This is an optimization exercise on Yosys and OpenROAD, whose aim is small area and a short achievable clock period, not a production implementation. Where RTL was checked, it was by simulation tests only, not by an equivalence proof against the original. Function not checked in run 1: the RTL went through the layout flow alone. Power and IR drop assume default switching activity.

## flow/design.v (module list and top-level ports; edited modules follow where they fit)
// module fft_test_core: 3103 lines
module fft_test_core #(
  localparam int IW = 12,
  localparam int OW = 19,
  localparam int AW = 43
) (
  input  logic                 aclk,
  input  logic                 aresetn,
  input  logic [IW-1:0]        input_data_ch1,
  output logic signed [OW-1:0] fft_real,
  output logic signed [OW-1:0] fft_imag,
  output logic [AW-1:0]        amp,
  output logic                 fft_out_valid
);
  // ...
==> flow/flow/run.sh <==
#!/bin/bash
# The standard ORFS layout, with repair_timing aiming for a larger setup slack
# (the clock and constraints stay the design's). Make's full output goes to make.log.
set -euo pipefail
bash standard.sh SETUP_SLACK_MARGIN=${MARGIN:-11} finish > make.log 2>&1
==> flow/standard.sh <==
#!/bin/bash
# synth_recipe.tcl (not shown) runs the flow's synth.tcl, then flattens the netlist and writes it again
# the make line also repeats each setting of config.mk as NAME=value (left out here)
make -C /OpenROAD-flow-scripts/flow DESIGN_CONFIG=/design/flow/config.mk WORK_HOME=/design/flow/orfs CLKGATE_MAP_FILE= SYNTH_SCRIPT=/design/flow/synth_recipe.tcl "${@:-finish}"
==> flow/config.mk <==
export PLATFORM = sky130hd
export DESIGN_NAME = fft_test_core
export DESIGN_NICKNAME = fft_test_core
export VERILOG_FILES = /design/flow/design.v
export SDC_FILE = /design/flow/constraint.sdc
export NUM_CORES = 8
export LEC_CHECK = 0
export CAP_MARGIN = 20
export CORE_MARGIN = 2
export CORE_UTILIZATION = 55
export SLEW_MARGIN = 20
==> flow/constraint.sdc <==
create_clock -name core_clock -period 16.0 [get_ports {aclk}]
set_input_delay 3.2000 -clock core_clock [delete_from_list [all_inputs] [get_ports {aclk}]]
set_output_delay 3.2000 -clock core_clock [all_outputs]
set_load 0.01 [all_outputs]
==> impl_metrics.toml, run 1 <==
[critical_path]
cp_data_arrival_time_ns = 1.76
critical_path_peak_fanout = 1
critical-path-top-delay-family = "buffers and inverters"
regToRegStartpoint = "oc3[9]"

[finish]
seq_cells = 2534
dominant-cell-class = "multi-input combinational cells"
multi_input_logic_portion_of_the_cell_area_pct = 44.7
post_synthesis_to_final_layout_area_growth_pct = 11.2
seq_share_pct = 41.8
nClkBuffers = 336

[floorplan]
fp.dieH_um = 453
die_area_um2 = 205000

[cts]
number_of_buffers_inserted_by_post_cts_setup_repair = 3
htree_levels = 4
worst_path_clk_slew_ns = 0.07
buffer_cell_driving_the_clock_tree_root = "sky130_fd_sc_hd__clkbuf_16"

[sta]
grt_setup_unrepaired = "false"
drv_slew = 0
finalHoldWorstSlack_ns = 0.274
slew_headroom_pct = 15.3
min_period_ns = 4.96

[global_route]
grt_remaining_overflow = 0
track_usage_pct = 34.0
first_global_vias = 75500
grt_antenna_before_repair = 24

[power_and_ir_drop]
powerComb_w = 0.000449
internal-power_w = 0.00982
top_consumer = "registers"
total_power_w = 0.0127
irDropWorstVdd_mv = 0.109

[synth]
yosys.area.top_type = "sky130_fd_sc_hd__dfxtp_1"
syn_avg_cell_area_um2 = 10.9
synth.cell_area_um2 = 111000
synthesis.instances = 10200
synth_simple_gate_area_share_pct = 11.0
synth-main-ff-cell = "sky130_fd_sc_hd__dfxtp_1"

[placement]
gp_routability_congestion = 0.973
pre_cts_ws_ns = 9.96

[detailed_routing]
vias_per_cell = 5.70
number_of_routed_nets_with_antenna_violations = 0
drc = 0
total_routed_length_um = 349000

[min_path]
min-delay-path-class = "reg -> reg"

[run_status]
result_of_the_run = "no timing/DRC/antenna violations"
==> inputs of run 2 (changes only) <==
--- a/flow/design.v
+++ b/flow/design.v
@@ -119,20 +119,20 @@
       5'd29: begin c1 = -18'sd62714; c2 = 18'sd43690; c3 = 18'sd81738; end
       5'd30: begin c1 = -18'sd64277; c2 = 18'sd51492; c3 = 18'sd77062; end
       5'd31: begin c1 = -18'sd65220; c2 = 18'sd58796; c3 = 18'sd71644; end
       default: begin c1 = '0; c2 = '0; c3 = '0; end
     endcase
   end
   logic [33:0] bw;
   always_comb begin
-    if (is5)          bw = r1[0];
-    else if (is2)     bw = bf_lane ? r1[8]  : r0[4];
-    else if (is3)     bw = bf_lane ? r1[16] : r0[8];
-    else              bw = bf_lane ? r1[0]  : r0[16];
+    if (is5 | bf_lane) bw = r1[0];
+    else if (is2)      bw = r0[4];
+    else if (is3)      bw = r0[8];
+    else               bw = r0[16];
   end
   logic signed [17:0] xs_re, xs_im;
   always_comb begin
     if (!sq_sub) begin
       xs_re = {r0[2][16], r0[2][16:0]} + {r1[2][16], r1[2][16:0]};
       xs_im = {r0[2][33], r0[2][33:17]} + {r1[2][33], r1[2][33:17]};
     end else begin
       xs_re = {r0[2][16], r0[2][16:0]} - {r1[2][16], r1[2][16:0]};
@@ -2999,18 +2999,18 @@
   assign pa_im = tim_a[32:16];
   assign pb_im = tim_b[32:16];
   logic [16:0] p_re, p_im;
   assign p_re = pa_re + pb_re + {16'd0, c16_re};
   assign p_im = pa_im + pb_im + {16'd0, c16_im};
   logic [33:0] aw;
   always_comb begin
     if (!wb_lane)  aw = r0[30];
-    else if (wb2)  aw = r1[2];
-    else if (wb3)  aw = r1[6];
+    else if (wb2)  aw = r1[26];
+    else if (wb3)  aw = r1[22];
     else           aw = r1[14];
   end
   logic [16:0] top_re, top_im, bot_re, bot_im;
   assign top_re = aw[16:0]  + pa_re + pb_re + {16'd0, c16_re};
   assign top_im = aw[33:17] + pa_im + pb_im + {16'd0, c16_im};
   assign bot_re = aw[16:0]  + ~pa_re + ~pb_re + 17'd1 + {16'd0, ~c16_re};
   assign bot_im = aw[33:17] + ~pa_im + ~pb_im + 17'd1 + {16'd0, ~c16_im};
   always_comb begin
@@ -3035,38 +3035,36 @@
     if (tau == 9'd21) r0_n[20][11:0] = din_r;
     if (tau == 9'd53) r0_n[21][11:0] = din_r;
     if (tau == 9'd9 || tau == 9'd27) r0_n[26][11:0] = din_r;
     if (tau == 9'd41 || tau == 9'd59) r0_n[27][11:0] = din_r;
     if (wb_any & !wb_lane) r0_n[29] = {top_im, top_re};
     if (tau == 9'd1 || tau == 9'd13 || tau == 9'd19 || tau == 9'd31) r0_n[30][11:0] = din_r;
     if (r4_en & (r4_lane == 1'b0)) r0_n[31] = {17'sd0, y0r};
     else if (tau == 9'd33 || tau == 9'd45 || tau == 9'd51 || tau == 9'd63) r0_n[31][11:0] = din_r;
-    if (wb2 & wb_lane) r1_n[1] = {top_im, top_re};
-    else if (r4_en & (r4_lane == 1'b1)) r1_n[1] = {17'sd0, y0r};
+    if (r4_en & (r4_lane == 1'b1)) r1_n[1] = {17'sd0, y0r};
     else if (tau == 9'd6 || tau == 9'd24) r1_n[1][11:0] = din_r;
     if (r4_en & (r4_lane == 1'b1)) r1_n[2] = {y1i, y1r};
     else if (tau == 9'd38 || tau == 9'd56) r1_n[2][11:0] = din_r;
     if (r4_en & (r4_lane == 1'b1)) r1_n[3] = {17'sd0, y2r};
     if (r4_en & (r4_lane == 1'b1)) r1_n[4] = {y3i, y1r};
-    if (wb2 & wb_lane) r1_n[5] = {bot_im, bot_re};
-    else if (wb3 & wb_lane) r1_n[5] = {top_im, top_re};
     if (tau == 9'd12) r1_n[7][11:0] = din_r;
     if (tau == 9'd44) r1_n[8][11:0] = din_r;
     if (tau == 9'd4 || tau == 9'd16 || tau == 9'd26) r1_n[11][11:0] = din_r;
     if (tau == 9'd36 || tau == 9'd48 || tau == 9'd58) r1_n[12][11:0] = din_r;
-    if (wb3 & wb_lane) r1_n[13] = {bot_im, bot_re};
-    else if (wb4 & wb_lane) r1_n[13] = {top_im, top_re};
+    if (wb4 & wb_lane) r1_n[13] = {top_im, top_re};
     if (tau == 9'd8 || tau == 9'd18 || tau == 9'd30) r1_n[15][11:0] = din_r;
     if (tau == 9'd40 || tau == 9'd50 || tau == 9'd62) r1_n[16][11:0] = din_r;
     if (tau == 9'd22) r1_n[19][11:0] = din_r;
     if (tau == 9'd54) r1_n[20][11:0] = din_r;
-    if (tau == 9'd10 || tau == 9'd28) r1_n[25][11:0] = din_r;
+    if (wb3 & wb_lane) r1_n[21] = {top_im, top_re};
+    if (wb2 & wb_lane) r1_n[25] = {top_im, top_re};
+    else if (tau == 9'd10 || tau == 9'd28) r1_n[25][11:0] = din_r;
     if (tau == 9'd42 || tau == 9'd60) r1_n[26][11:0] = din_r;
-    if (wb4 & wb_lane) r1_n[29] = {bot_im, bot_re};
+    if (((wb2 & wb_lane) | (wb3 & wb_lane)) | (wb4 & wb_lane)) r1_n[29] = {bot_im, bot_re};
     else if (wb5) r1_n[29] = {p_im, p_re};
     else if (tau == 9'd2 || tau == 9'd14 || tau == 9'd20 || tau == 9'd32) r1_n[29][11:0] = din_r;
     if (tau == 9'd34 || tau == 9'd46 || tau == 9'd52 || tau == 9'd64) r1_n[30][11:0] = din_r;
   end
   always_ff @(posedge aclk) begin
     r0 <= r0_n;
     r1 <= r1_n;
   end
==> flow/flow/run.sh (replaced) <==
#!/bin/bash
# The standard ORFS layout, with repair_timing aiming for a larger setup slack
# (the clock and constraints stay the design's). Make's full output goes to make.log.
set -euo pipefail
bash standard.sh SETUP_SLACK_MARGIN=${MARGIN:-11.5} finish > make.log 2>&1
==> impl_metrics.toml, run 2 <==
[synth]
mux_contribution_to_synthesized_area_pct = 4.98
synth_simple_gate_area_share_pct = 10.4
synth-seq-cells = 2534
netlist-cell-type-count = 100
synth-compound-area-share_pct = 8.19
syn_avg_cell_area_um2 = 10.9
synth-main-ff-cell = "sky130_fd_sc_hd__dfxtp_1"
yosys.area_share.adder_pct = 21.9
synthesis.instances = 9920
post_synth_main_area_contributors = "sky130_fd_sc_hd__dfxtp_1, sky130_fd_sc_hd__fa_1, sky130_fd_sc_hd__nand2_1"
top_cell_type_s_share_of_synthesized_area_pct = 44.9
ys_top_cells_by_count = "sky130_fd_sc_hd__dfxtp_1, sky130_fd_sc_hd__nand2_1, sky130_fd_sc_hd__fa_1, sky130_fd_sc_hd__inv_1, sky130_fd_sc_hd__o21ai_0"
synth.cell_area_um2 = 108000
postSynth.asyncResetShare_pct = 4.03
synth_xor_xnor_area_share_pct = 2.78
synth_edf_count = 0
yosys.area.top_type = "sky130_fd_sc_hd__dfxtp_1"
yosysSeqAreaShare_pct = 47.2
yosysWarningCount = 1
synth_top_family_by_area = "adder cells"
yosysMostFrequentCell = "sky130_fd_sc_hd__dfxtp_1"

[placement]
portBuffers = 88
gp_routability_congestion = 1.01
dp_hpwl_um = 246000

[sta]
timing.final.hold_violations = 0
finClkSkew_ns = 0.0971
drv_slew = 0
slew_headroom_pct = 24.4
tightestPinTransition_ns = 1.12
max_freq_ghz = 0.207
setup_viol = 0
min_period_ns = 4.84
timing.final.crit_share_pct = 30.2
final.setup.tns_ns = 0
grt_setup_unrepaired = "true"

[critical_path]
cp_slowest_cell = "sky130_fd_sc_hd__fa_2"
critical_path_start_type = "flip-flop"
max_stage_delay_ns = 0.58
critPathKind = "reg -> reg"
timing.critical_path.to_type = "flip-flop"
crit_path_frequent_cell = "sky130_fd_sc_hd__fa_2"
regToRegStartpoint = "os[10]"
worstReg2RegEnd = "tre_b[19]"
r2r_cells = 14
cp_data_arrival_time_ns = 5.61
critical_path_peak_fanout = 5
r2r_setup_slack_ns = 11.16
path_cells = "buf_12, buf_16, nand2_4, fa_1, fa_1, fa_2, fa_2, fa_2, fa_2, inv_2, fa_1, inv_2, fa_2, inv_1"
crit_path_required_time_ns = 16.77

[floorplan]
die_area_um2 = 201000
start_util_pct = 55.2
coreArea_um2 = 197000
dieWidth_um = 448
ports_placed_on_the_boundary = 96
core.rowCount = 163
fp.dieH_um = 448

[cts]
buffer_cell_driving_the_clock_tree_root = "sky130_fd_sc_hd__clkbuf_16"
clk_path_buf_depth = 3
tritoncts = "done"
htree_levels = 4
insertion_delay_ns = 0.93
worst_path_clk_slew_ns = 0.07
clock_sinks = 2534
cts_inserted_buffers = 239

[min_path]
hold-path-endpoint = "r0[426]"
worst_hold_path.num_cells = 0
min-delay-path-class = "reg -> reg"
min-delay-start = "r0[460]"

[detailed_routing]
drtPass1Iterations = 7
routed-via-count = 72800
vias_per_cell = 5.55
drc = 0
total_routed_length_um = 344000
number_of_routed_nets_with_antenna_violations = 0
drt_first_iter_violations = 6851
drt-wirelength-per-cell_um = 26.2

[global_route]
grt_remaining_overflow = 0
grt_pass1_wl_um = 496000
first_global_vias = 73500
grt_max_degree = 99
grt_antenna_before_repair = 40
track_usage_pct = 34.2

[finish]
post_synthesis_to_final_layout_area_growth_pct = 16.8
post_route_cells_drive_above_1_share_pct = 18.7
leading_cell_types_in_the_layout_fill_and_taps_excluded = "sky130_fd_sc_hd__dfxtp_1, sky130_fd_sc_hd__nand2_1, sky130_fd_sc_hd__fa_1, sky130_fd_sc_hd__inv_1, sky130_fd_sc_hd__o21ai_0"
final_common_cell = "sky130_fd_sc_hd__dfxtp_1"
largestRegisters = "r0: 1088 flops, r1: 1088 flops"
finalNetCount = 11600
fillers = 15600

[run]
max_cap_violations = 0

[power_and_ir_drop]
total_power_w = 0.0130
irDropWorstVdd_mv = 0.134
p_per_area_nw_per_um2 = 103
p_leak_nw = 51.4

[run_status]
result_of_the_run = "no timing/DRC/antenna violations"
==> run 2: changes by cell type after synthesis, moves of 21 or more <==
cell,delta
sky130_fd_sc_hd__nor3_1,-56
sky130_fd_sc_hd__mux2i_1,-30
sky130_fd_sc_hd__o211ai_1,-21
sky130_fd_sc_hd__or3_1,-30
sky130_fd_sc_hd__a31oi_1,-34
sky130_fd_sc_hd__buf_1,-30
sky130_fd_sc_hd__o21ai_0,+37
sky130_fd_sc_hd__xnor2_1,+23
sky130_fd_sc_hd__mux4_2,-35
sky130_fd_sc_hd__nor2_1,-34
sky130_fd_sc_hd__and3_1,-22
sky130_fd_sc_hd__nand2b_1,-26
==> run 2: where the power goes <==
group	internal (W)	switching, W	total [W]
Clock	0.00352	0.00254	0.00606
Sequential	0.00639	0.0000542	0.00644
Combinational	0.000226	0.000308	0.000533
==> run 2: kinds of logic (layout without fill, tap and decap cells) <==
logic type / after synthesis / count (layout)
adders and majority gates: 1323 / 1323
AOI/OAI and AO/OA: 1472 / 1472
and+or+nand+nor: 2466 / 2466
DFF: 2534 / 2534
xor gates and xnor gates: 343 / 343
other: 1 / 29
muxes: 496 / 496
buffers and inverters: 1285 / 1812
==> run 2: how the worst max path moves through the flow <==
stage	start	end	cells after the start	slack, ns
3_5_place_dp	tim_a[0]	r1[745]	20	9.94
2_1_floorplan	oc2[1]	tim_b[19]	13	11.41
3_3_place_gp	tim_a[0]	r1[745]	20	9.99
5_1_grt	os[10]	tim_b[18]	13	11.07
6_report	os[10]	tre_b[19]	14	11.16
4_1_cts	os[10]	tim_b[18]	13	11.21
==> run 2: layout make-up <==
class,instances,area [um^2],share of cell area [%]
Clock buffer,327,6830,5.40
Clock inverter,125,1850,1.46
Tap cell,2640,3300,2.61
Multi-Input combinational cell,6107,54600,43.1
Sequential cell,2534,51500,40.7
Timing Repair Buffer,558,5390,4.26
Antenna cell,22,55.1,0.0435
Inverter,802,3050,2.41
==> run 2: per-stage QoR <==
| stage | hold WS (ns) | setup WS (ns) | instance area, um^2 | utilization (%) | instances |
|---|---|---|---|---|---|
| 3_3_place_gp | 0.309 | 9.99 | 112000 | 56.9 | 12300 |
| 5_1_grt | 0.274 | 11.07 | 127000 | 64.4 | 13100 |
| 2_1_floorplan | 0.310 | 11.41 | 109000 | - | 9926 |
| 6_report | 0.266 | 11.16 | 127000 | 64.4 | 13100 |
| 4_1_cts | 0.259 | 11.21 | 124000 | 63.3 | 13000 |
| 3_5_place_dp | 0.312 | 9.94 | 112000 | 56.9 | 12300 |
==> run 2: repair_timing <==
action | 4_1_cts | 5_1_grt
endpoints found under the setup margin | 468 | 309
pin swaps | 145 | 221
gates resized for setup | 910 | 361
setup buffers | 250 | 86
gates cloned | 4 | 1
hold buffers | 0 | 0
==> run 2: metal layers <==
layer  track usage [%]  vias up  part of all wire, %
met3              8.63      838                  8.5
met5                 0        -                0.020
met1              45.8    36200                   42
met4              21.1       12                  6.9
li1                  -    32600                    -
met2              49.8     3076                   43
==> run 2: worst max-delay path: cells and delay by family, from the launching register on <==
family	cells	cell delay [ns]
adder cells (fa/ha/maj)	8	3.93
buffers and inverters	5	0.39
flip-flops	1	0.37
AND/OR/NAND/NOR	1	0.04
==> inputs of run 3 (changes only) <==
--- a/flow/flow/run.sh
+++ b/flow/flow/run.sh
@@ -4,2 +4,2 @@
 set -euo pipefail
-bash standard.sh SETUP_SLACK_MARGIN=${MARGIN:-11.5} finish > make.log 2>&1
+bash standard.sh SETUP_SLACK_MARGIN=${MARGIN:-11} finish > make.log 2>&1
--- a/flow/config.mk
+++ b/flow/config.mk
@@ -7,2 +7,3 @@
 export LEC_CHECK = 0
+export ABC_AREA = 1
 export CAP_MARGIN = 20
==> impl_metrics.toml, run 3 <==
[finish]
fillers = 16400
post_route_cells_drive_above_1_share_pct = 6.59
finalNetCount = 13100
finalCoreUtilization_pct = 61.3
final_common_cell = "sky130_fd_sc_hd__nand2_1"
post_synthesis_to_final_layout_area_growth_pct = 11.0
largestRegisters = "r0: 1088 flops, r1: 1088 flops"
design_area_um2 = 122000
leading_cell_types_in_the_layout_fill_and_taps_excluded = "sky130_fd_sc_hd__nand2_1, sky130_fd_sc_hd__dfxtp_1, sky130_fd_sc_hd__inv_1, sky130_fd_sc_hd__fa_1, sky130_fd_sc_hd__o21ai_0"

[synth]
ys_top_cells_by_count = "sky130_fd_sc_hd__nand2_1, sky130_fd_sc_hd__dfxtp_1, sky130_fd_sc_hd__inv_1, sky130_fd_sc_hd__fa_1, sky130_fd_sc_hd__o21ai_0"
yosys.area.top_type = "sky130_fd_sc_hd__dfxtp_1"
postSynth.asyncResetShare_pct = 4.03
yosysMostFrequentCell = "sky130_fd_sc_hd__nand2_1"
post_synth_main_area_contributors = "sky130_fd_sc_hd__dfxtp_1, sky130_fd_sc_hd__fa_1, sky130_fd_sc_hd__nand2_1"
synth_edf_count = 0
yosysWarningCount = 1
synthesis.instances = 11900
synth-seq-cells = 2534
yosysSeqAreaShare_pct = 46.4
top_cell_type_s_share_of_synthesized_area_pct = 44.1
netlist-cell-type-count = 68
synth.cell_area_um2 = 110000
synth-main-ff-cell = "sky130_fd_sc_hd__dfxtp_1"
syn_avg_cell_area_um2 = 9.30

[global_route]
grt_antenna_before_repair = 33
grt_remaining_overflow = 0
grt_pass1_wl_um = 557000
grt_max_degree = 81
track_usage_pct = 37.6
first_global_vias = 82700

[sta]
final.setup.worst_slack_ns = 11.07
drv_slew = 0
finClkSkew_ns = 0.164
min_period_ns = 4.93
final.setup.tns_ns = 0
setup_viol = 0
grt_setup_unrepaired = "true"
timing.final.hold_violations = 0
tightestPinTransition_ns = 1.29
slew_headroom_pct = 13.1
max_freq_ghz = 0.203
timing.final.crit_share_pct = 30.8

[critical_path]
critical-path-top-delay-family = "adder cells"
critical_path_start_type = "flip-flop"
worstReg2RegEnd = "tim_b[20]"
max_stage_delay_ns = 0.65
r2r_setup_slack_ns = 11.07
r2r_cells = 11
critical_path.n_buffers_inverters = 2
critical_path_peak_fanout = 10
crit_path_frequent_cell = "sky130_fd_sc_hd__fa_1"
crit_path_required_time_ns = 16.79
timing.critical_path.to_type = "flip-flop"
path_cells = "clkbuf_8, nand2_1, fa_1, fa_1, fa_1, fa_1, fa_1, fa_1, inv_1, fa_1, fa_1"
cp_slowest_cell = "sky130_fd_sc_hd__fa_1"
regToRegStartpoint = "oc1[7]"
critPathKind = "reg -> reg"
cp_data_arrival_time_ns = 5.72

[detailed_routing]
drtPass1Iterations = 7
drt-wirelength-per-cell_um = 26.2
drc = 0
vias_per_cell = 5.62
total_routed_length_um = 385000
number_of_routed_nets_with_antenna_violations = 0
drt_first_iter_violations = 8738
routed-via-count = 82500

[cts]
htree_levels = 4
tritoncts = "done"
insertion_delay_ns = 0.95
clk_path_buf_depth = 3
holdBufCountCts = 0
buffer_cell_driving_the_clock_tree_root = "sky130_fd_sc_hd__clkbuf_16"
cts_inserted_buffers = 233
worst_path_clk_slew_ns = 0.07
clock_sinks = 2534

[power_and_ir_drop]
total_power_w = 0.0129
p_leak_nw = 55.6
irDropWorstVdd_mv = 0.124
p_per_area_nw_per_um2 = 106

[min_path]
worst_hold_path.num_cells = 0
hold-path-endpoint = "r1[956]"
min-delay-path-class = "reg -> reg"
min-delay-start = "r1[990]"

[placement]
dp_hpwl_um = 292000
placed_cell_area_um2 = 113000
gp_routability_congestion = 1.00
portBuffers = 88
pre_cts_ws_ns = 10.15

[floorplan]
die_area_um2 = 204000
dieWidth_um = 452
core.rowCount = 164
coreArea_um2 = 200000
ports_placed_on_the_boundary = 96
start_util_pct = 55.3
fp.dieH_um = 452

[run_status]
result_of_the_run = "no timing/DRC/antenna violations"

[run]
max_cap_violations = 0
## run 3: changes by cell type in the layout (fill, tap and decap cells not counted), sizes merged, moves of 58 or more
| cell | change |
|---|---|
| inv | +904 |
| mux2i | -153 |
| nand3 | +266 |
| nor2 | +217 |
| nand2 | +1395 |
| mux2 | -342 |
| nor2b | -90 |
| xnor2 | -198 |
| buf | -404 |
| dlygate4sd2 | +58 |
| o21ai | +315 |
| and2 | -426 |
| a21oi | +210 |
## run 3: metrics by stage
step	hold WS, ns	instances
after floorplan	0.310	11900
after CTS	0.245	14600
final	0.257	14700
after global placement	0.310	14200
after global routing	0.247	14700
after detailed placement	0.312	14200
## run 3: cells by family after synthesis
logic type / Yosys count / synth area share (%)
simple gates: 3747 / 13.6
buf+inv: 2239 / 7.76
compound gates: 1830 / 9.17
xor+xnor: 195 / 1.56
flops: 2534 / 46.4
fa+ha+maj: 1323 / 21.5
other cells: 1 / 0.00340
## run 3: what timing repair did
| item | CTS | global route |
|---|---|---|
| buffers inserted | 2 | 28 |
| setup endpoints to repair | 167 | 127 |
| pin swaps | 0 | 7 |
| endpoints found under the hold margin | 0 | 0 |
| gates cloned | 0 | 1 |
| resized for setup | 162 | 96 |
## run 3: area by class of cell
| class | instances | area [um^2] | share of cell area [%] |
|---|---|---|---|
| inverter | 1714 | 6440 | 5.26 |
| clock inverter | 139 | 1920 | 1.56 |
| clock buffer | 293 | 6460 | 5.27 |
| timing repair buffer | 227 | 1990 | 1.63 |
| tap | 2656 | 3320 | 2.71 |
| multi-input combinational | 7102 | 50800 | 41.5 |
| antenna | 23 | 57.6 | 0.0470 |
| sequential | 2534 | 51500 | 42.0 |
## run 3: worst register-to-register path: stages, from the launching register on
cell and delay, ns:
sky130_fd_sc_hd__dfxtp_4 0.50, sky130_fd_sc_hd__clkbuf_8 0.25, sky130_fd_sc_hd__nand2_1 0.08, sky130_fd_sc_hd__fa_1 0.47, sky130_fd_sc_hd__fa_1 0.65, sky130_fd_sc_hd__fa_1 0.46
sky130_fd_sc_hd__fa_1 0.39, sky130_fd_sc_hd__fa_1 0.47, sky130_fd_sc_hd__fa_1 0.57, sky130_fd_sc_hd__inv_1 0.08, sky130_fd_sc_hd__fa_1 0.52, sky130_fd_sc_hd__fa_1 0.41
## run 3: how the worst max path moves through the flow
stage,from,endpoint,slack [ns],depth (start not counted)
after global routing,tau[1],r0[46],10.97,19
after global placement,tau[1],r0[50],10.11,23
final,oc1[7],tim_b[20],11.07,11
after detailed placement,tau[1],r0[50],10.15,23
after floorplan,os[12],tim_b[18],11.07,14
after CTS,amp[34],amp[34],11.00,1
## run 3: power breakdown
part | switching (W) | internal [W]
clock network | 0.00260 | 0.00336
registers | 0.0000736 | 0.00639
logic | 0.000352 | 0.000155
## run 3: metal layers
metal	track usage (%)	vias to the layer above	part of all wire, %
li1	-	36700	-
met1	51.1	40700	41
met2	55.9	4296	43
met3	9.87	884	10
met4	18.0	14	5.7
met5	0	-	0.034
==> inputs of run 4 (changes only) <==
--- a/flow/config.mk
+++ b/flow/config.mk
@@ -7,3 +7,2 @@
 export LEC_CHECK = 0
-export ABC_AREA = 1
 export CAP_MARGIN = 20
==> impl_metrics.toml, run 4 <==
[global_route]
grt_remaining_overflow = 0
grt_pass1_wl_um = 479000
first_global_vias = 71300
grt_antenna_before_repair = 31
track_usage_pct = 32.8
grt_max_degree = 89

[detailed_routing]
vias_per_cell = 5.52
drc = 0
drt-wirelength-per-cell_um = 25.3
drt_first_iter_violations = 6973
drtPass1Iterations = 6
routed-via-count = 71000
total_routed_length_um = 326000
number_of_routed_nets_with_antenna_violations = 0

[sta]
max_freq_ghz = 0.201
final.setup.tns_ns = 0
tightestPinTransition_ns = 1.17
grt_setup_unrepaired = "true"
drv_slew = 0
timing.final.crit_share_pct = 31.1
finalHoldWorstSlack_ns = 0.293
min_period_ns = 4.98
setup_viol = 0
finClkSkew_ns = 0.0842
slew_headroom_pct = 21.8
timing.final.hold_violations = 0

[finish]
largestRegisters = "r0: 1088 flops, r1: 1088 flops"
finalNetCount = 11300
final_common_cell = "sky130_fd_sc_hd__dfxtp_1"
fillers = 16100
post_route_cells_drive_above_1_share_pct = 11.7
leading_cell_types_in_the_layout_fill_and_taps_excluded = "sky130_fd_sc_hd__dfxtp_1, sky130_fd_sc_hd__nand2_1, sky130_fd_sc_hd__fa_1, sky130_fd_sc_hd__inv_1, sky130_fd_sc_hd__o21ai_0"
post_synthesis_to_final_layout_area_growth_pct = 12.5

[synth]
postSynth.asyncResetShare_pct = 4.03
yosys.area.top_type = "sky130_fd_sc_hd__dfxtp_1"
ys_top_cells_by_count = "sky130_fd_sc_hd__dfxtp_1, sky130_fd_sc_hd__nand2_1, sky130_fd_sc_hd__fa_1, sky130_fd_sc_hd__inv_1, sky130_fd_sc_hd__o21ai_0"
synth-seq-cells = 2534
syn_avg_cell_area_um2 = 10.9
top_cell_type_s_share_of_synthesized_area_pct = 44.9
yosysSeqAreaShare_pct = 47.2
netlist-cell-type-count = 100
synth-main-ff-cell = "sky130_fd_sc_hd__dfxtp_1"
yosysWarningCount = 1
synth.cell_area_um2 = 108000
post_synth_main_area_contributors = "sky130_fd_sc_hd__dfxtp_1, sky130_fd_sc_hd__fa_1, sky130_fd_sc_hd__nand2_1"
synth_edf_count = 0
yosysMostFrequentCell = "sky130_fd_sc_hd__dfxtp_1"
synthesis.instances = 9920

[critical_path]
timing.critical_path.to_type = "flip-flop"
critPathKind = "reg -> reg"
regToRegStartpoint = "oc1[16]"
worstReg2RegEnd = "tim_b[20]"
critical_path_peak_fanout = 18
r2r_setup_slack_ns = 11.02
critical_path_start_type = "flip-flop"
crit_path_required_time_ns = 16.75
r2r_cells = 10
cp_data_arrival_time_ns = 5.73

[floorplan]
start_util_pct = 55.2
core.rowCount = 163
fp.dieH_um = 448
die_area_um2 = 201000
ports_placed_on_the_boundary = 96
coreArea_um2 = 197000
dieWidth_um = 448

[cts]
clk_path_buf_depth = 3
worst_path_clk_slew_ns = 0.07
holdBufCountCts = 0
insertion_delay_ns = 0.93
clock_sinks = 2534
htree_levels = 4
buffer_cell_driving_the_clock_tree_root = "sky130_fd_sc_hd__clkbuf_16"
cts_inserted_buffers = 239
tritoncts = "done"

[power_and_ir_drop]
p_per_area_nw_per_um2 = 107
p_leak_nw = 49.5
irDropWorstVdd_mv = 0.117

[min_path]
min-delay-start = "r1[210]"
hold-path-endpoint = "r1[176]"
min-delay-path-class = "reg -> reg"
worst_hold_path.num_cells = 0

[placement]
portBuffers = 88
gp_routability_congestion = 0.935
dp_hpwl_um = 243000

[run_status]
result_of_the_run = "no timing/DRC/antenna violations"

[run]
max_cap_violations = 0
run 4: cell count changes after synthesis, sizes merged, moves of 50 or more:
| cell | before | now |
|---|---|---|
| nor2b | 0 | 90 |
| mux2 | 0 | 342 |
| mux2i | 0 | 153 |
| xnor2 | 41 | 239 |
| inv | 1706 | 796 |
| nand2 | 2639 | 1244 |
| and2 | 2 | 428 |
| nor2 | 597 | 380 |
| xor2 | 154 | 104 |
| a21o | 28 | 79 |
| nand3 | 346 | 80 |
| a21oi | 587 | 377 |
| o21ai | 888 | 573 |
run 4: how the worst max path moves through the flow:
| stage | end | startpoint | slack (ns) |
|---|---|---|---|
| after floorplan | r0[1069] | tau[1] | 11.00 |
| after global placement | r0[1069] | tau[1] | 9.87 |
| after detailed placement | r0[1069] | tau[1] | 9.94 |
| after CTS | fft_imag[1] | fft_imag[1] | 11.00 |
| after global routing | r1[46] | tau[1] | 10.92 |
| final | tim_b[20] | oc1[16] | 11.02 |
run 4: report_power, final:
part / internal [W] / total (W) / leakage (nW) / switching (W)
Sequential: 0.00639 / 0.00645 / 21.4 / 0.0000583
Combinational: 0.000173 / 0.000465 / 24.0 / 0.000292
Clock: 0.00354 / 0.00609 / 4.20 / 0.00255
Total: 0.0101 / 0.0130 / 49.5 / 0.00290
run 4: stage by stage:
stage | total power [W] | area [um^2] | setup WS, ns | utilization, % | instances
after floorplan | 0.00684 | 108000 | 11.00 | - | 9926
after global placement | 0.00702 | 112000 | 9.87 | 57.0 | 12300
after detailed placement | 0.00702 | 112000 | 9.94 | 57.0 | 12300
after CTS | 0.0131 | 121000 | 11.00 | 61.6 | 12800
after global routing | 0.0134 | 122000 | 10.92 | 62.1 | 12800
final | 0.0130 | 122000 | 11.02 | 62.1 | 12900
run 4: cells by family after synthesis:
family	count (synthesis)	synth area share, %
flip-flops	2534	47.2
AND/OR/NAND/NOR	2466	10.4
AO/OA/AOI/OAI	1472	8.19
adder cells (fa/ha/maj)	1323	21.9
buffers and inverters	1285	4.51
multiplexers	496	4.98
XOR/XNOR	343	2.78
other	1	0.00346
run 4: layer usage:
layer	global-route usage [%]	vias to the layer above	routed length, um
met2	47.1	2762	136000
met5	0	-	26
met1	48.7	35600	148000
met3	7.11	564	27900
li1	-	32000	-
met4	11.6	4	13100
run 4: layout make-up:
cell class	count	area (um^2)	share of cell area (%)
antenna	16	40.0	0.0328
clock buffer	325	6790	5.56
clock inverter	134	1980	1.62
inverter	802	3020	2.47
multi-input combinational	6107	52900	43.3
sequential	2534	51400	42.1
tap	2640	3300	2.71
timing repair buffer	301	2620	2.15
run 4: worst max-delay path: stages, from the launching register on:
cell	delay [ns]
sky130_fd_sc_hd__dfxtp_2	0.63
sky130_fd_sc_hd__nand2_1	0.15
sky130_fd_sc_hd__fa_1	0.47
sky130_fd_sc_hd__fa_1	0.44
sky130_fd_sc_hd__fa_1	0.54
sky130_fd_sc_hd__fa_1	0.44
sky130_fd_sc_hd__fa_1	0.49
sky130_fd_sc_hd__fa_1	0.60
sky130_fd_sc_hd__inv_1	0.10
sky130_fd_sc_hd__fa_1	0.53
sky130_fd_sc_hd__fa_1	0.47
run 4: what timing repair did:
action / 4_1_cts / 5_1_grt
buffers inserted: 7 / 59
pin swaps: 8 / 24
gates resized for setup: 174 / 107
endpoints found under the setup margin: 257 / 116
cloned: 1 / 1
==> inputs of run 5 (changes only) <==
==> flow/flow/run.sh (replaced) <==
#!/bin/bash
# The standard ORFS layout, with repair_timing aiming for a larger setup slack
# (the clock and constraints stay the design's) and a clock tree without dummy loads.
# Make's full output goes to make.log.
set -euo pipefail
export CTS_ARGS="-sink_clustering_enable -repair_clock_nets -dont_use_dummy_load"
bash standard.sh SETUP_SLACK_MARGIN=${MARGIN:-11} finish > make.log 2>&1
==> impl_metrics.toml, run 5 <==
[run_status]
result_of_the_run = "no timing/DRC/antenna violations"

[finish]
design_area_um2 = 119000
leading_cell_types_in_the_layout_fill_and_taps_excluded = "sky130_fd_sc_hd__dfxtp_1, sky130_fd_sc_hd__nand2_1, sky130_fd_sc_hd__fa_1, sky130_fd_sc_hd__inv_1, sky130_fd_sc_hd__o21ai_0"
finalNetCount = 11300
largestRegisters = "r0: 1088 flops, r1: 1088 flops"
post_synthesis_to_final_layout_area_growth_pct = 10.1
finalCoreUtilization_pct = 60.7
final_common_cell = "sky130_fd_sc_hd__dfxtp_1"
fillers = 16300
post_route_cells_drive_above_1_share_pct = 10.3

[detailed_routing]
drt-wirelength-per-cell_um = 25.7
number_of_routed_nets_with_antenna_violations = 0
routed-via-count = 70700
drc = 0
vias_per_cell = 5.59
drtPass1Iterations = 6
drt_first_iter_violations = 6579
total_routed_length_um = 324000

[critical_path]
critical_path_start_type = "flip-flop"
max_stage_delay_ns = 0.57
timing.critical_path.to_type = "primary output"
cp_data_arrival_time_ns = 1.73
crit_path_required_time_ns = 12.80
critical_path_peak_fanout = 1
cp_slowest_cell = "sky130_fd_sc_hd__clkdlybuf4s50_1"
critical-path-top-delay-family = "buffers and inverters"
critical_path.n_buffers_inverters = 1
critPathKind = "reg -> out"
path_cells = "clkdlybuf4s50_1"

[power_and_ir_drop]
sw_frac_of_total_pct = 21.6
p_per_area_nw_per_um2 = 97.7
switching_power_w = 0.00252
irDropWorstVdd_mv = 0.106
internal-power_w = 0.00916
seqPwrFrac_pct = 55.3
p_leak_nw = 48.1
clock_power_share_pct = 40.7
combinationalPowerShare_pct = 4.0

[synth]
post_synth_main_area_contributors = "sky130_fd_sc_hd__dfxtp_1, sky130_fd_sc_hd__fa_1, sky130_fd_sc_hd__nand2_1"
synth-seq-cells = 2534
synth-compound-area-share_pct = 8.19
yosys.area.top_type = "sky130_fd_sc_hd__dfxtp_1"
postSynth.asyncResetShare_pct = 4.03
yosys.area_share.adder_pct = 21.9
synth-main-ff-cell = "sky130_fd_sc_hd__dfxtp_1"
mux_contribution_to_synthesized_area_pct = 4.98
synth_xor_xnor_area_share_pct = 2.78
syn_avg_cell_area_um2 = 10.9
yosysMostFrequentCell = "sky130_fd_sc_hd__dfxtp_1"
synth.cell_area_um2 = 108000
yosysWarningCount = 1
synthesis.instances = 9920
yosysSeqAreaShare_pct = 47.2
synth_edf_count = 0
ys_top_cells_by_count = "sky130_fd_sc_hd__dfxtp_1, sky130_fd_sc_hd__nand2_1, sky130_fd_sc_hd__fa_1, sky130_fd_sc_hd__inv_1, sky130_fd_sc_hd__o21ai_0"
netlist-cell-type-count = 100
synth_simple_gate_area_share_pct = 10.4
top_cell_type_s_share_of_synthesized_area_pct = 44.9
synth_top_family_by_area = "adder cells"

[floorplan]
ports_placed_on_the_boundary = 96
coreArea_um2 = 197000
dieWidth_um = 448
start_util_pct = 55.2
fp.dieH_um = 448
core.rowCount = 163
die_area_um2 = 201000

[cts]
worst_path_clk_slew_ns = 0.06
holdBufCountCts = 0
cts_inserted_buffers = 239
htree_levels = 4
buffer_cell_driving_the_clock_tree_root = "sky130_fd_sc_hd__clkbuf_16"
clock_sinks = 2534
clk_path_buf_depth = 3
insertion_delay_ns = 0.92
tritoncts = "done"

[sta]
finClkSkew_ns = 0.131
max_freq_ghz = 0.203
slew_headroom_pct = 21.4
min_period_ns = 4.93
setup_viol = 0
grt_setup_unrepaired = "true"
final.setup.worst_slack_ns = 11.07
timing.final.crit_share_pct = 30.8
final.setup.tns_ns = 0
drv_slew = 0
tightestPinTransition_ns = 1.17
timing.final.hold_violations = 0

[global_route]
fraction_of_met3_tracks_used_by_global_routing_pct = 7.08
grt_max_degree = 89
grt_use_met1_pct = 48.3
grt_remaining_overflow = 0
grt_pass1_wl_um = 477000
grt_busiest_layer = "met1"
track_usage_pct = 32.6
grt_antenna_before_repair = 31
first_global_vias = 71000
globalRouteMet2Util_pct = 47.0

[placement]
pre_cts_ws_ns = 9.94
portBuffers = 88
placed_cell_area_um2 = 112000
dp_hpwl_um = 243000
gp_routability_congestion = 0.935

[min_path]
min-delay-path-class = "reg -> reg"

[run]
max_cap_violations = 0
run 5: path summary, 6_finish.rpt:
kind,slack [ns],start,endpoint,cells after the start
hold / removal,0.28,r0[434],r0[400],0
setup / recovery,11.07,fft_imag[11],fft_imag[11],1
max in group asynchronous,12.21,aresetn,is3,2
setup reg to reg,11.08,os[13],tim_b[20],10
min in group asynchronous,2.33,aresetn,amp[0],1
hold reg to reg,0.28,r0[434],r0[400],0
run 5: cell families after synthesis:
logic type | Yosys count
adder cells (fa/ha/maj) | 1323
multiplexers | 496
buffers and inverters | 1285
AO/OA/AOI/OAI | 1472
other | 1
AND/OR/NAND/NOR | 2466
flip-flops | 2534
XOR/XNOR | 343
run 5: power groups by stage:
| stage | Sequential [W] | Combinational, W | Clock (W) |
|---|---|---|---|
| after floorplan | 0.00656 | 0.000281 | 0 |
| after global placement | 0.00659 | 0.000429 | 0 |
| after detailed placement | 0.00660 | 0.000428 | 0 |
| after CTS | 0.00646 | 0.000438 | 0.00483 |
| after global routing | 0.00645 | 0.000506 | 0.00509 |
| final | 0.00645 | 0.000470 | 0.00475 |
run 5: per-layer routing:
| layer | up-vias | share of wire (%) |
|---|---|---|
| met5 | - | 0.0025 |
| met3 | 562 | 8.5 |
| met2 | 2745 | 42 |
| li1 | 31900 | - |
| met4 | 2 | 3.9 |
| met1 | 35500 | 46 |
run 5: stage by stage:
| stage | std cells | total power, W | hold WS [ns] |
|---|---|---|---|
| floorplan | 9926 | 0.00684 | 0.310 |
| global placement | 12300 | 0.00702 | 0.309 |
| CTS | 12600 | 0.0117 | 0.268 |
| global route | 12600 | 0.0120 | 0.270 |
| detailed placement | 12300 | 0.00702 | 0.312 |
| finish | 12600 | 0.0117 | 0.276 |
run 5: repair_timing:
| item | in CTS | in global routing |
|---|---|---|
| endpoints found under the setup margin | 210 | 121 |
| gates cloned | 1 | 1 |
| setup buffers | 7 | 72 |
| resized for setup | 119 | 130 |
| pin swaps | 8 | 25 |
run 5: area by class of cell:
class	instances	area, um^2	area share, %
clock buffer	239	5980	5.01
tap	2640	3300	2.77
sequential	2534	51500	43.1
antenna	8	20.0	0.0168
multi-input combinational	6107	52900	44.3
timing repair buffer	314	2760	2.31
inverter	802	3020	2.52

[port drivers added, routing unchanged]
The flow's constraints put no driver on any port. The routed layouts listed below were extracted and timed again, unchanged, in two steps.
Step 1, drivers: a clkbuf_16 drives aclk and a buf_2 each remaining input, both assumed.
Step 2 also shifts input and output timing later by t, the mid clock arrival at the registers, as if the neighbouring blocks saw the same clock.
a / b / c = ideal / step 1 / step 2; a / b = the first two.
| run | t, ns | slack for setup (ns) | worst setup path at the end | worst register clock-pin slew, ns | pins driven straight from the clock port |
|---|---|---|---|---|---|
| run 1 | 0.970 | 11.039 / 10.958 / 11.059 | register to register | 0.08 / 0.08 | 1 |
| run 2 | 0.964 | 11.161 / 11.161 / 11.161 | register to register | 0.07 / 0.07 | 1 |
| run 3 | 0.970 | 11.067 / 10.975 / 11.067 | register to register | 0.07 / 0.07 | 1 |
| run 4 | 0.983 | 11.021 / 10.974 / 11.021 | register to register | 0.08 / 0.08 | 1 |
| run 5 | 0.954 | 11.067 / 10.970 / 11.077 | register to register | 0.07 / 0.07 | 1 |
After both steps every run listed still meets setup and hold.
